Source: an optimization exercise on an open RTL-to-GDS flow (aim: small area). Production flows keep margins and buffers that such runs may drop. At most, simulation tests tie the RTL to the original design; equivalence was not proved. No functional check of the RTL was part of run 1. Power and IR drop assume default switching activity.

## design.v

```verilog
package mpb_pkg;
	localparam int ADDR_W = 7;
	localparam int DATA_W = 8;
	typedef logic [ADDR_W-1:0] addr_t;      
	typedef logic [DATA_W-1:0] data_t;      
	localparam int REG_NUM = 128;
	localparam addr_t REVID_ADDR  = 7'h7F;
	localparam data_t REVID_VALUE = 8'h27;
	typedef enum logic [1:0] {
		GNT_IDLE = 2'd0,                  
		GNT_I2C  = 2'd1,                  
		GNT_PRL  = 2'd2                   
	} grant_t;
endpackage
`timescale 1ns/10ps
import mpb_pkg::*;
module sfr_rowsel (
	input  logic  i_hi,
	input  logic  i_lo,
	input  logic  i_hi_n,
	input  logic  i_lo_n,
	output logic  o_sel,
	output logic  o_sel_n
);
	assign o_sel   = ~(i_hi_n | i_lo_n);
	assign o_sel_n = ~(i_hi & i_lo);
endmodule
module sfr_aoi3 (
	input  logic  i_a0, i_s0,
	input  logic  i_a1, i_s1,
	input  logic  i_a2, i_s2,
	output logic  o_y_n
);
	assign o_y_n = ~((i_a0 & i_s0) | (i_a1 & i_s1) | (i_a2 & i_s2));
endmodule
module sfr_bank (
	input  logic  i_clk,
	input  logic  i_rst,
	input  logic  i_we,                   
	input  mpb_pkg::addr_t i_addr,
	input  mpb_pkg::data_t i_wdat,
	output mpb_pkg::data_t o_rdat         
);
	localparam int NRW = REG_NUM - 1;     
	localparam int NGRP = NRW / 3;        
	mpb_pkg::data_t regs [NRW];           
	logic [7:0]  dec_hi, dec_hi_n;        
	logic [15:0] dec_lo, dec_lo_n;        
	always_comb begin
		for (int i = 0; i < 8; i++)  dec_hi[i] = i_rst | (i_addr[6:4] == 3'(i));
		for (int j = 0; j < 16; j++) dec_lo[j] = i_rst | (i_addr[3:0] == 4'(j));
		dec_hi_n = ~dec_hi;
		dec_lo_n = ~dec_lo;
	end
	logic [REG_NUM-1:0] sel, sel_n;
	for (genvar n = 0; n < REG_NUM; n++) begin : g_sel
		sfr_rowsel u_rowsel (
			.i_hi	(dec_hi[n / 16]),
			.i_lo	(dec_lo[n % 16]),
			.i_hi_n	(dec_hi_n[n / 16]),
			.i_lo_n	(dec_lo_n[n % 16]),
			.o_sel	(sel[n]),
			.o_sel_n(sel_n[n])
		);
	end
	logic [7:0] grp_n [NGRP + 1];         
	mpb_pkg::data_t rd_mux;
	for (genvar g = 0; g < NGRP; g++) begin : g_grp
		for (genvar b = 0; b < DATA_W; b++) begin : g_bit
			sfr_aoi3 u_aoi (
				.i_a0	(regs[3*g][b]),   .i_s0 (sel[3*g]),
				.i_a1	(regs[3*g+1][b]), .i_s1 (sel[3*g+1]),
				.i_a2	(regs[3*g+2][b]), .i_s2 (sel[3*g+2]),
				.o_y_n	(grp_n[g][b])
			);
		end
	end
	always_comb begin
		for (int b = 0; b < DATA_W; b++) begin
			grp_n[NGRP][b] = ~((regs[NRW-1][b] & sel[NRW-1]) | (REVID_VALUE[b] & sel[REG_NUM-1]));
		end
	end
	always_comb begin
		for (int b = 0; b < DATA_W; b++) begin
			rd_mux[b] = 1'b0;
			for (int g = 0; g <= NGRP; g++) rd_mux[b] = rd_mux[b] | ~grp_n[g][b];
		end
	end
	mpb_pkg::data_t wd;
	assign wd = i_rst ? '0 : (i_we ? i_wdat : rd_mux);
	for (genvar n = 0; n < NRW; n++) begin : g_row
		mpb_pkg::data_t nxt;
		for (genvar b = 0; b < DATA_W; b++) begin : g_bit
			mpb_hold u_hold (
				.i_q	(regs[n][b]),
				.i_d	(wd[b]),
				.i_ld	(sel[n]),
				.i_ld_n	(sel_n[n]),
				.o_y	(nxt[b])
			);
		end
		always_ff @(posedge i_clk) begin
			regs[n] <= nxt;
		end
	end
	always_ff @(posedge i_clk) begin
		o_rdat <= rd_mux;
	end
endmodule
`timescale 1ns/10ps
import mpb_pkg::*;
module mpb_hold (
	input  logic  i_q,
	input  logic  i_d,
	input  logic  i_ld,
	input  logic  i_ld_n,
	output logic  o_y
);
	assign o_y = (i_q & i_ld_n) | (i_d & i_ld);
endmodule
module mpb_arbiter (
	input  logic  i_clk,
	input  logic  i_rst,
	input  logic  i_rd_0,                 
	input  logic  i_wr_0,                 
	input  mpb_pkg::addr_t i_addr_0,
	input  mpb_pkg::data_t i_wdat_0,
	output logic  o_busy_0,               
	output logic  o_rrdy_0,               
	input  logic  i_rd_1,                 
	input  logic  i_wr_1,                 
	input  mpb_pkg::addr_t i_addr_1,
	input  mpb_pkg::data_t i_wdat_1,
	output logic  o_busy_1,               
	output logic  o_rrdy_1,               
	output logic  o_bus_we,
	output mpb_pkg::addr_t o_bus_addr,
	output mpb_pkg::data_t o_bus_wdat
);
	localparam int PW = 1 + ADDR_W + DATA_W;    
	logic        full0, full1;
	logic        fill0, fill1;
	logic        full0_nxt;
	assign fill0     = i_rd_0 | i_wr_0;
	assign fill1     = i_rd_1 | i_wr_1;
	assign full0_nxt = fill0 | (full0 & full1);
	logic [PW-1:0] s0_q, s0_nxt;
	logic [PW-1:0] in0, in1;
	assign in0 = {i_wr_0, i_addr_0, i_wdat_0};
	assign in1 = {i_wr_1, i_addr_1, i_wdat_1};
	for (genvar b = 0; b < PW; b++) begin : g_s0
		mpb_hold u_hold (
			.i_q	(s0_q[b]),
			.i_d	(in0[b]),
			.i_ld	(~full0),
			.i_ld_n	(full0),
			.o_y	(s0_nxt[b])
		);
	end
	always_ff @(posedge i_clk) begin
		s0_q <= s0_nxt;
	end
	logic [PW-1:0] bus_nxt, bus_q;
	logic          we_q, rd_q;
	assign bus_nxt = fill1 ? in1 : s0_nxt;
	always_ff @(posedge i_clk) begin
		bus_q <= bus_nxt;
	end
	logic        rrdy0_q, rrdy1_q;
	always_ff @(posedge i_clk) begin
		if (i_rst) begin
			full0   <= 1'b0;
			full1   <= 1'b0;
			we_q    <= 1'b0;
			rd_q    <= 1'b0;
			rrdy0_q <= 1'b0;
			rrdy1_q <= 1'b0;
		end else begin
			full0   <= full0_nxt;
			full1   <= fill1;
			we_q    <= (fill1 | full0_nxt) &  bus_nxt[PW-1];
			rd_q    <= (fill1 | full0_nxt) & ~bus_nxt[PW-1];
			rrdy0_q <= rd_q & ~full1;
			rrdy1_q <= rd_q &  full1;
		end
	end
	assign o_bus_we   = we_q;
	assign o_bus_addr = bus_q[DATA_W +: ADDR_W];
	assign o_bus_wdat = bus_q[0 +: DATA_W];
	assign o_busy_0 = full0;
	assign o_busy_1 = full1;
	assign o_rrdy_0 = rrdy0_q;
	assign o_rrdy_1 = rrdy1_q;
endmodule
`timescale 1ns/10ps
import mpb_pkg::*;
module mpb_core (
	input  logic  i_clk,
	input  logic  i_rst,
	input  logic  i_rd_0,
	input  logic  i_wr_0,
	input  mpb_pkg::addr_t i_addr_0,
	input  mpb_pkg::data_t i_wdat_0,
	input  logic  i_rd_1,
	input  logic  i_wr_1,
	input  mpb_pkg::addr_t i_addr_1,
	input  mpb_pkg::data_t i_wdat_1,
	output logic  o_busy_0,
	output logic  o_busy_1,
	output logic  o_rrdy_0,
	output logic  o_rrdy_1,
	output mpb_pkg::data_t o_rdat
);
	logic  bus_we;
	mpb_pkg::addr_t bus_addr;
	mpb_pkg::data_t bus_wdat;
	mpb_arbiter u0_mpb_arbiter (
		.i_clk		(i_clk),
		.i_rst		(i_rst),
		.i_rd_0		(i_rd_0),	 
		.i_wr_0		(i_wr_0),
		.i_addr_0	(i_addr_0),
		.i_wdat_0	(i_wdat_0),
		.o_busy_0	(o_busy_0),
		.o_rrdy_0	(o_rrdy_0),
		.i_rd_1		(i_rd_1),	 
		.i_wr_1		(i_wr_1),
		.i_addr_1	(i_addr_1),
		.i_wdat_1	(i_wdat_1),
		.o_busy_1	(o_busy_1),
		.o_rrdy_1	(o_rrdy_1),
		.o_bus_we	(bus_we),	 
		.o_bus_addr	(bus_addr),
		.o_bus_wdat	(bus_wdat)
	);  
	sfr_bank u0_sfr_bank (
		.i_clk		(i_clk),
		.i_rst		(i_rst),
		.i_we		(bus_we),
		.i_addr		(bus_addr),
		.i_wdat		(bus_wdat),
		.o_rdat		(o_rdat)	 
	);  
endmodule
```

## run.sh

```bash
#!/bin/bash
# synth_recipe.tcl (not shown) runs the flow's synth.tcl, then flattens the netlist and writes it again
# the make line also repeats each setting of config.mk as NAME=value (left out here)
make -C /OpenROAD-flow-scripts/flow DESIGN_CONFIG=/design/flow/config.mk WORK_HOME=/design/flow/orfs CLKGATE_MAP_FILE= SYNTH_SCRIPT=/design/flow/synth_recipe.tcl finish
```

## config.mk

```make
export PLATFORM = sky130hd
export DESIGN_NAME = mpb_core
export DESIGN_NICKNAME = mpb_core
export VERILOG_FILES = /design/flow/design.v
export SDC_FILE = /design/flow/constraint.sdc
export NUM_CORES = 4
export LEC_CHECK = 0
export CAP_MARGIN = 20
export CORE_MARGIN = 2
export CORE_UTILIZATION = 40
export SLEW_MARGIN = 20
export SYNTH_HIERARCHICAL = 1
```

## constraint.sdc

```tcl
create_clock -name core_clock -period 5.0 [get_ports {i_clk}]
set_input_delay 1.0000 -clock core_clock [delete_from_list [all_inputs] [get_ports {i_clk}]]
set_output_delay 1.0000 -clock core_clock [all_outputs]
set_load 0.01 [all_outputs]
```

==> metrics.csv, run 1 <==
metric,value,unit
yosys_warnings,348,
numCtsBuffers,109,
clock-root-buffer,clkbuf_16,
crit_buf_inv,7,
syn_area_per_cell,12.31,µm²
wl_per_cell,28.03,µm
placed_area,41550,µm²
grt_pass1_wl,195500,µm
total_power,23.59,mW
drc_errors,0,
rsz0062_at_grt,no,
layout_commonest_cell,dfxtp_1,
period_share,0.9649,
track_usage,0.2710,
worst-r2r-setup-slack,0.52,ns
status,no timing/DRC/antenna violations,
nets,3462,
hold_violations,0,
setup_viol,0,
drive_gt1_frac,0.1840,
crit_chain,clkdlybuf4s50_1 -> buf_12 -> inv_12 -> nand2_1 -> inv_2 -> nor2_2 -> a222oi_1 -> buf_4 -> nand4_2 -> or4_1 -> nor4_4 -> buf_4 -> a311oi_4 -> buf_12 -> a22o_1,
firstDrtPassIters,13,
gp_congestion,0.9025,
rr_endpoint,u0_sfr_bank.regs[54][4]$_DFF_P_,
htreeDepth,3,
worst_pin_slew,1.080,ns
clkTransAtPathRegs,0.06,ns
area_growth,25.31,%
slew_viol_final,0,
dp_cells,4489,
power_density,520.3,nW/µm²
cts.sinks,1061,
holdPathEnd,u0_mpb_arbiter.s0_q[6]$_DFF_P_,
clock_skew,0.02975,ns
crit_fanout,64,
place.port_buffers,47,
cp-start-kind,primary input,
antenna_found_initial,1,
grt-ovfl-total,0,
maxCapViolations,0,
worstSetupStartpoint,i_rst,
final_cell_mix,"1,061 x dfxtp_1, 1,032 x a22o_1, 336 x a222oi_1",
post_drt_via_cell_ratio,6.716,
routed_wl,131600,µm
diodes,0,
start_util,0.4027,
netlist_area,36190,µm²
hold-path-cell-count,1,
final_cell_count_no_fill,4693,
hold_path.class,flop to flop,
drt_iter0_drc,5172,
end_kind,flop,
cts_buffer_depth,3,
ant_nets,0,
maxSlewHeadroom,0.2773,
cp.arrival,5.38,ns
cp_data_required_time,5.56,ns
hpwl,87180,µm
grt_max_degree,65,
netlist_instances,2939,
cts_tree,built,
fin_area,45350,µm²
max_stage_delay,0.64,ns
die_x,304.8,µm
die_h,304.8,µm
clkLatencyLatePin,0.69,ns
leakage,18.41,nW
via_count,31518,
path_class,primary input to flop,
ff2ff_path_depth,14,
grt_pass1_vias,30663,
fmax,207.3,MHz
r2r_start,u0_mpb_arbiter.bus_q[8]$_DFF_P_,
cpMaxStageDelayCell,or4_1,
peakVddDrop,329.5,µV
num_rows,110,
cts_hold_buf,0,
period_needed,4.825,ns
synth_fp_nets,2975,
die_area,92890,µm²
pin_count,48,
critical_path.top_delay_family,buffers and inverters,
core,89870,µm²
hp-start,u0_mpb_arbiter.s0_q[6]$_DFF_P_,
==> routing by layer <==
layer,part of all wire,GRT usage,up-vias
li1,-,-,13663
met3,0.086,0.04951,263
met4,0.044,0.1231,2
met1,0.43,0.3767,15934
met2,0.44,0.4092,1656
met5,0.000099,0,-
==> through the flow <==
step	hold slack [ns]	TNS, ns	setup WS (ns)	utilization
finish	0.4832	0	0.1755	0.5046
detailed placement	0.4670	-98.89	-0.4759	0.4623
global route	0.4952	0	0.09817	0.5046
floorplan	0.4484	-65.76	-0.5179	-
CTS	0.4778	0	0.2278	0.5043
global placement	0.4635	-90.16	-0.4687	0.4623
==> worst reg2reg max path: cells and delay by family, from the launching register on <==
family | cells | cell delay [ns]
buffers and inverters | 4 | 1.03
flip-flops | 1 | 0.51
AO/OA/AOI/OAI | 3 | 0.83
AND/OR/NAND/NOR | 7 | 1.99
==> sequential cells by signal (all words and copies together), names as in the netlist, 8 cells and up <==
register              count
u0_mpb_arbiter.s0_q      16
u0_sfr_bank.regs       1016
u0_sfr_bank.o_rdat        8
u0_mpb_arbiter.bus_q     15
==> worst max path at each step <==
stage	to	cells after the start	slack [ns]
2_1_floorplan	u0_sfr_bank.regs[0][4]$_DFF_P_	10	-0.52
3_3_place_gp	u0_sfr_bank.regs[13][4]$_DFF_P_	15	-0.47
3_5_place_dp	u0_sfr_bank.regs[23][4]$_DFF_P_	15	-0.48
4_1_cts	u0_sfr_bank.regs[54][4]$_DFF_P_	15	0.23
5_1_grt	u0_sfr_bank.regs[72][4]$_DFF_P_	15	0.1
6_report	u0_sfr_bank.regs[54][4]$_DFF_P_	15	0.18
==> power by group <==
group / internal (mW) / leakage [nW] / total (mW) / switching [mW]
clock network: 5.08 / 1.87 / 8.50 / 3.42
logic: 2.01 / 7.66 / 4.28 / 2.27
registers: 9.96 / 8.89 / 10.8 / 0.860
total: 17.0 / 18.4 / 23.6 / 6.55
==> layout make-up <==
class	count	area, µm²
fill	7736	44530
sequential	1061	21240
multi-input combinational	1844	15250
timing repair buffer	381	3478
clock buffer	163	3232
tap	1176	1471
clock inverter	39	541.8
inverter	29	132.6
==> timing repair <==
action,CTS,global route
endpoints found under the setup margin,0,127
gates resized for setup,0,1
setup buffers,0,0
==> run 2, diff against run 1 <==
--- a/design.v
+++ b/design.v
@@ -14,6 +14,15 @@
 endpackage
 `timescale 1ns/10ps
 import mpb_pkg::*;
+module sfr_hold (
+	input  logic  i_q,
+	input  logic  i_d,
+	input  logic  i_ld,
+	input  logic  i_ld_n,
+	output logic  o_y
+);
+	assign o_y = (i_q & i_ld_n) | (i_d & i_ld);
+endmodule
 module sfr_rowsel (
 	input  logic  i_hi,
 	input  logic  i_lo,
@@ -91,7 +100,7 @@
 	for (genvar n = 0; n < NRW; n++) begin : g_row
 		mpb_pkg::data_t nxt;
 		for (genvar b = 0; b < DATA_W; b++) begin : g_bit
-			mpb_hold u_hold (
+			sfr_hold u_hold (
 				.i_q	(regs[n][b]),
 				.i_d	(wd[b]),
 				.i_ld	(sel[n]),
@@ -109,15 +118,6 @@
 endmodule
 `timescale 1ns/10ps
 import mpb_pkg::*;
-module mpb_hold (
-	input  logic  i_q,
-	input  logic  i_d,
-	input  logic  i_ld,
-	input  logic  i_ld_n,
-	output logic  o_y
-);
-	assign o_y = (i_q & i_ld_n) | (i_d & i_ld);
-endmodule
 module mpb_arbiter (
 	input  logic  i_clk,
 	input  logic  i_rst,
@@ -137,56 +137,44 @@
 	output mpb_pkg::addr_t o_bus_addr,
 	output mpb_pkg::data_t o_bus_wdat
 );
-	localparam int PW = 1 + ADDR_W + DATA_W;    
 	logic        full0, full1;
-	logic        fill0, fill1;
-	logic        full0_nxt;
-	assign fill0     = i_rd_0 | i_wr_0;
-	assign fill1     = i_rd_1 | i_wr_1;
-	assign full0_nxt = fill0 | (full0 & full1);
-	logic [PW-1:0] s0_q, s0_nxt;
-	logic [PW-1:0] in0, in1;
-	assign in0 = {i_wr_0, i_addr_0, i_wdat_0};
-	assign in1 = {i_wr_1, i_addr_1, i_wdat_1};
-	for (genvar b = 0; b < PW; b++) begin : g_s0
-		mpb_hold u_hold (
-			.i_q	(s0_q[b]),
-			.i_d	(in0[b]),
-			.i_ld	(~full0),
-			.i_ld_n	(full0),
-			.o_y	(s0_nxt[b])
-		);
-	end
-	always_ff @(posedge i_clk) begin
-		s0_q <= s0_nxt;
-	end
-	logic [PW-1:0] bus_nxt, bus_q;
-	logic          we_q, rd_q;
-	assign bus_nxt = fill1 ? in1 : s0_nxt;
-	always_ff @(posedge i_clk) begin
-		bus_q <= bus_nxt;
-	end
+	logic        wr0_q;
+	mpb_pkg::addr_t addr0_q;
+	mpb_pkg::data_t wdat0_q;
+	logic        wr1_q;
+	mpb_pkg::addr_t addr1_q;
+	mpb_pkg::data_t wdat1_q;
 	logic        rrdy0_q, rrdy1_q;
+	logic        issue0;
+	assign issue0 = full0 & ~full1;
 	always_ff @(posedge i_clk) begin
 		if (i_rst) begin
 			full0   <= 1'b0;
 			full1   <= 1'b0;
-			we_q    <= 1'b0;
-			rd_q    <= 1'b0;
 			rrdy0_q <= 1'b0;
 			rrdy1_q <= 1'b0;
 		end else begin
-			full0   <= full0_nxt;
-			full1   <= fill1;
-			we_q    <= (fill1 | full0_nxt) &  bus_nxt[PW-1];
-			rd_q    <= (fill1 | full0_nxt) & ~bus_nxt[PW-1];
-			rrdy0_q <= rd_q & ~full1;
-			rrdy1_q <= rd_q &  full1;
-		end
-	end
-	assign o_bus_we   = we_q;
-	assign o_bus_addr = bus_q[DATA_W +: ADDR_W];
-	assign o_bus_wdat = bus_q[0 +: DATA_W];
+			full0   <= i_rd_0 | i_wr_0 | (full0 & full1);
+			full1   <= i_rd_1 | i_wr_1;
+			rrdy0_q <= issue0 & ~wr0_q;
+			rrdy1_q <= full1 & ~wr1_q;
+		end
+	end
+	always_ff @(posedge i_clk) begin
+		if (!full0) begin
+			wr0_q   <= i_wr_0;
+			addr0_q <= i_addr_0;
+			wdat0_q <= i_wdat_0;
+		end
+	end
+	always_ff @(posedge i_clk) begin
+		wr1_q   <= i_wr_1;
+		addr1_q <= i_addr_1;
+		wdat1_q <= i_wdat_1;
+	end
+	assign o_bus_we   = full1 ? wr1_q  : (full0 & wr0_q);
+	assign o_bus_addr = full1 ? addr1_q : addr0_q;
+	assign o_bus_wdat = full1 ? wdat1_q : wdat0_q;
 	assign o_busy_0 = full0;
 	assign o_busy_1 = full1;
 	assign o_rrdy_0 = rrdy0_q;
==> run 2 against run 1 <==
Sequential cell count shrank 1. Global-route usage is 0.77 points higher. Combinational power is 3% higher. Clock-buffer cell count shrank 4. Die area is essentially flat. Non-clock buffer count fell by 17. Wire length up 2.2%. Synthesized cell count down 0.61%. Sequential share of layout area grew 0.24 points. Synthesized area barely moved. Critical path type is now flop to flop. Largest power group unchanged.
==> metrics.csv, run 2 <==
metric,value,unit
routed_wl,134500,µm
syn_area_per_cell,12.39,µm²
switching_share,0.2819,
hpwl,88640,µm
drive_gt1_frac,0.1774,
worstSetupStartpoint,u0_mpb_arbiter.full1$_SDFF_PP0_,
start_util,0.4026,
total_power,23.84,mW
pin_count,48,
path_class,flop to flop,
hp-start,u0_mpb_arbiter.wr1_q$_DFF_P_,
slew_viol_final,0,
ant_nets,0,
p_switching,6.721,mW
end_kind,flop,
area_growth,25.51,%
pwr-share-comb,0.184,
seqPwrFrac,0.455,
die_x,304.8,µm
fmax,212.6,MHz
fillers,7695,
setup_ws,0.2965,ns
gp_congestion,0.8859,
worst_pin_slew,1.045,ns
nets,3425,
post_cts_resized,0,
cts.sinks,1060,
track_usage,0.2787,
worst-r2r-setup-slack,0.30,ns
dp_cells,4455,
cp-start-kind,flop,
drc_errors,0,
drt_iter0_drc,5162,
post_drt_via_cell_ratio,6.745,
hold_violations,0,
status,no timing/DRC/antenna violations,
netlist_area,36190,µm²
fin_area,45420,µm²
synth_fp_nets,2957,
cts_tree,built,
p_clk_frac,0.361,
num_rows,110,
yosys_warnings,348,
rsz0062_at_grt,no,
setup_viol,0,
hold_path.class,flop to flop,
cp_data_required_time,5.57,ns
peakVddDrop,304.8,µV
die_area,92890,µm²
fin_tns_setup,0,ns
period_share,0.9407,
grt_max_degree,65,
grt_pass1_wl,199300,µm
clock_skew,0.02959,ns
via_count,31432,
leakage,18.31,nW
grt_pass1_vias,30139,
htreeDepth,3,
wl_per_cell,28.85,µm
r2r_start,u0_mpb_arbiter.full1$_SDFF_PP0_,
place.port_buffers,47,
max_flop_register,u0_sfr_bank.regs,
numCtsBuffers,108,
netlist_instances,2921,
final_cell_count_no_fill,4660,
cts_buffer_depth,3,
maxSlewHeadroom,0.3007,
grt-ovfl-total,0,
layout_commonest_cell,dfxtp_1,
period_needed,4.704,ns
cts_hold_buf,0,
post-place-ws,-0.1443,ns
final_cell_mix,"1,043 x dfxtp_1, 1,016 x a22o_1, 336 x a222oi_1",
cts_setup_buffers,0,
largest_reg_flops,1016,
clkLatencyLatePin,0.71,ns
maxCapViolations,0,
antenna_found_initial,8,
core,89870,µm²
die_h,304.8,µm
cp.arrival,5.28,ns
crit_fanout,50,
clkTransAtPathRegs,0.06,ns
clock-root-buffer,clkbuf_16,
internal_power,17.12,mW
power_density,524.8,nW/µm²
firstDrtPassIters,10,
placed_area,41600,µm²
==> run 2: metrics by stage <==
| step | utilization | hold WS (ns) |
|---|---|---|
| floorplan | - | 0.3955 |
| global placement | 0.4629 | 0.4169 |
| detailed placement | 0.4629 | 0.4293 |
| CTS | 0.5053 | 0.4413 |
| global route | 0.5053 | 0.4535 |
| finish | 0.5054 | 0.4377 |
==> run 2: cell type report <==
class	count	area [µm²]	area share
Timing Repair Buffer	364	3338	0.07350
Sequential cell	1060	21380	0.4708
Tap cell	1176	1471	0.03240
Inverter	28	120.1	0.002645
Clock inverter	45	675.6	0.01488
Multi-Input combinational cell	1827	15290	0.3366
Antenna cell	1	2.502	0.00005510
Clock buffer	159	3138	0.06909
==> run 2: per-layer routing <==
| layer | track usage | up-vias | share of wire |
|---|---|---|---|
| li1 | - | 13533 | - |
| met1 | 0.3909 | 15872 | 0.43 |
| met2 | 0.4162 | 1761 | 0.43 |
| met3 | 0.06279 | 262 | 0.099 |
| met4 | 0.1081 | 4 | 0.040 |
| met5 | 0 | - | 0.00022 |
==> run 2: critical path, stage by stage (launching register included) <==
cell	delay [ns]
dfxtp_4	0.54
buf_4	0.28
mux2_4	0.39
nand3_1	0.11
nand2_1	0.07
inv_1	0.06
buf_4	0.27
nor2_1	0.18
a222oi_1	0.46
nand4_1	0.21
buf_4	0.21
or4_1	0.57
nor4_2	0.33
buf_4	0.17
a311oi_4	0.14
buf_12	0.24
a22o_1	0.25
==> run 2: worst paths after layout <==
path | to | cells after the start
max | u0_sfr_bank.regs[86][4]$_DFF_P_ | 16
max reg2reg | u0_sfr_bank.regs[86][4]$_DFF_P_ | 16
min reg2reg | u0_mpb_arbiter.rrdy1_q$_SDFF_PP0_ | 1
min | u0_mpb_arbiter.rrdy1_q$_SDFF_PP0_ | 1
==> run 2: power groups by stage <==
stage / combinational [mW] / sequential [mW] / clock (mW)
CTS: 4.29 / 10.8 / 8.69
global route: 4.59 / 11.0 / 9.07
global placement: 4.15 / 10.9 / 0
finish: 4.39 / 10.8 / 8.60
detailed placement: 4.28 / 11.0 / 0
floorplan: 2.59 / 10.7 / 0

## what the ideal ports hide
The results above use ideal ports. As a check the final layouts listed here were re-extracted and re-timed, cells and wires unchanged. Step 1 sets driving cells, clkbuf_16 on the clock port and buf_2 on the other inputs (assumed; they add their load-dependent delay and slew). Step 2 adds t to the input delays and takes it off the output delays; t is the mean of the earliest and latest rising clock arrival at the registers after step 1. Input paths then give back, and output paths get back, about the clock's delay inside the block. Three values: ideal, step 1, step 2; two values: the first two.
run	t (ns)	slack for setup (ns)	worst setup path after step 2	clock arrival spread, ns	worst register clock-pin slew, ns
run 1	0.745	0.175 / 0.222 / -0.523	input to register	0.030 / 0.030	0.07 / 0.07
run 2	0.764	0.296 / 0.296 / -0.239	input to register	0.030 / 0.030	0.07 / 0.07
Met with ideal ports but missed after step 2: setup timing in run 1 and run 2. The setup slack of run 1, which loses most, moves by +0.047 ns with the drivers and by -0.698 ns with both steps.
